Source: an optimization exercise on an open RTL-to-GDS flow (aim: a short achievable clock period and few clock cycles per item). Production flows keep margins and buffers that such runs may drop. Only simulation tests tie the RTL to the original design; equivalence was not proved. Power is estimated from default activity; no workload was simulated.

Design core_top, start of the top module:
module core_top (
	input  logic                   clk,
	input  logic                   reset,
	input  logic                   instr_valid,
	output logic                   instr_ready,
	input  core_isa_pkg::word_t    instr,
	output logic                   retire_valid,
	input  logic                   retire_ready,
	output core_pipe_pkg::retire_t retire
);
make LEC_CHECK=0 ABC_CLOCK_PERIOD_IN_PS=2000 CAP_MARGIN=20 CORE_MARGIN=2 CORE_UTILIZATION=52 CTS_CLUSTER_DIAMETER=65 CTS_CLUSTER_SIZE=22 SETUP_SLACK_MARGIN=3.3 SLEW_MARGIN=20 SYNTH_HIERARCHICAL=1 finish   # period 5.5 ns
run.sh (not shown) runs the stock make flow with config.mk's settings and CLKGATE_MAP_FILE= SYNTH_SCRIPT=/design/flow/synth_recipe.tcl, a recipe that flattens the netlist after the stock synthesis.
Testbench counts at the start, summed over its fixed seeds: cycles 16,523, items 16,000.
Rerun with:
--- a/flow/config.mk
+++ b/flow/config.mk
@@ -10,6 +10,7 @@
 export CORE_MARGIN = 2
-export CORE_UTILIZATION = 52
-export CTS_CLUSTER_DIAMETER = 65
-export CTS_CLUSTER_SIZE = 22
-export SETUP_SLACK_MARGIN = 3.3
+export CORE_UTILIZATION = 50
+export CTS_CLUSTER_DIAMETER = 70
+export CTS_CLUSTER_SIZE = 25
+export PLACE_DENSITY_LB_ADDON = 0.1
+export SETUP_SLACK_MARGIN = 3.4
 export SLEW_MARGIN = 20
Result: The changed run passed the timing, design-rule and antenna checks; hold slack is about the same; maximum frequency falls by 1.6%; final cell count rises by 3.2%; sequential cell count is unchanged; clock-buffer cell count falls by 5; setup slack gets worse by 0.038 ns; via count rises by 3.9%.
Rerun with:
--- a/flow/config.mk
+++ b/flow/config.mk
@@ -10,7 +10,6 @@
 export CORE_MARGIN = 2
-export CORE_UTILIZATION = 50
-export CTS_CLUSTER_DIAMETER = 70
-export CTS_CLUSTER_SIZE = 25
-export PLACE_DENSITY_LB_ADDON = 0.1
-export SETUP_SLACK_MARGIN = 3.4
+export CORE_UTILIZATION = 55
+export CTS_CLUSTER_DIAMETER = 80
+export CTS_CLUSTER_SIZE = 30
+export SETUP_SLACK_MARGIN = 3.3
 export SLEW_MARGIN = 20
The new run completed with no timing, DRC or antenna violations.
Core utilization is higher by 3.1 points.
Count of clock-buffer cells in the layout is lower by 19.
Worst setup slack improves by 0.046 ns.
Clock skew is about the same.
Routed wire length went down by 2.2%.
Combinational power went down by about 7%.
Register-to-register slack is worse by 0.10 ns.
Power drops by 7.5%.
Rerun with:
--- a/flow/config.mk
+++ b/flow/config.mk
@@ -10,5 +10,5 @@
 export CORE_MARGIN = 2
-export CORE_UTILIZATION = 55
-export CTS_CLUSTER_DIAMETER = 80
-export CTS_CLUSTER_SIZE = 30
+export CORE_UTILIZATION = 50
+export CTS_CLUSTER_DIAMETER = 60
+export CTS_CLUSTER_SIZE = 20
 export SETUP_SLACK_MARGIN = 3.3
=> Sequential power is about the same; non-clock buffer count came out lower by 62; cell area climbs by 0.94%; total power increases by 6.9%; worst setup slack is worse by 0.021 ns; via count decreases by about 0.32%; final cell count rises by 2.9%; first-iteration DRC count drops by 5.7%; routed wire length falls by 0.97%.


core_top again, from the RTL that the note above started with.
Settings: LEC_CHECK=0, ABC_CLOCK_PERIOD_IN_PS=2000, CAP_MARGIN=20, CORE_MARGIN=2, CORE_UTILIZATION=45, CTS_CLUSTER_DIAMETER=70, CTS_CLUSTER_SIZE=25, SETUP_SLACK_MARGIN=3.3, SLEW_MARGIN=20, SYNTH_HIERARCHICAL=1; clock period 5.5 ns.
Testbench counts at the start, summed over its fixed seeds: cycles 16,523, items 16,000.
Rerun with:
--- a/flow/config.mk
+++ b/flow/config.mk
@@ -9,8 +9,8 @@
 export CAP_MARGIN = 20
 export CORE_MARGIN = 2
-export CORE_UTILIZATION = 45
+export CORE_UTILIZATION = 50
 export CTS_CLUSTER_DIAMETER = 70
 export CTS_CLUSTER_SIZE = 25
-export SETUP_SLACK_MARGIN = 3.3
+export SETUP_SLACK_MARGIN = 3.2
 export SLEW_MARGIN = 20
 export SYNTH_HIERARCHICAL = 1
Effect: Non-clock buffer count went down by 66; combinational power went down by about 3.5%; clock power went down by 4.0%; die area went down by 9.9%; total power went down by 2.1%; sequential power hardly moves; synthesized cell count stays the same; area after synthesis stays the same; via count stays flat; wire length went up by about 1%; utilization went up by 4.5 points.

==> what the ideal ports hide <==
Ports are ideal in the flow. The routed layouts listed here were re-timed in OpenROAD.
Step 1 (the two cells are an assumption about what drives the block):
set clk [get_ports {clk}]
set_driving_cell -lib_cell sky130_fd_sc_hd__clkbuf_16 $clk
set_driving_cell -lib_cell sky130_fd_sc_hd__buf_2 [delete_from_list [all_inputs] $clk]
Step 2 times the ports against the registers' clock, not the clock port: input delays grow and output delays shrink by t, the midpoint of the rising clock arrivals with the driver on.
Slacks: no drivers / after step 1 / after step 2; pairs: no drivers / after step 1.
run | shift t [ns] | setup slack, ns | hold slack, ns | worst data-port slew with drivers (ns)
the first run of note 1 | 0.822 | 3.122 / 3.039 / 2.530 | 0.331 / 0.331 / 0.331 | 0.07
the second run of note 1 | 0.841 | 3.083 / 3.003 / 2.642 | 0.331 / 0.331 / 0.331 | 0.05
the third run of note 1 | 0.792 | 3.129 / 3.048 / 2.563 | 0.333 / 0.333 / 0.333 | 0.05
the fourth run of note 1 | 0.842 | 3.108 / 3.025 / 2.542 | 0.331 / 0.331 / 0.331 | 0.03
the first run of note 2 | 0.839 | 3.101 / 3.014 / 2.607 | 0.331 / 0.331 / 0.331 | 0.06
the second run of note 2 | 0.812 | 3.127 / 3.047 / 2.510 | 0.329 / 0.329 / 0.329 | 0.04
After both steps every run listed still meets setup and hold. For the second run of note 2, which loses most, drivers alone change the setup slack by -0.080 ns; drivers and shift together by -0.617 ns.
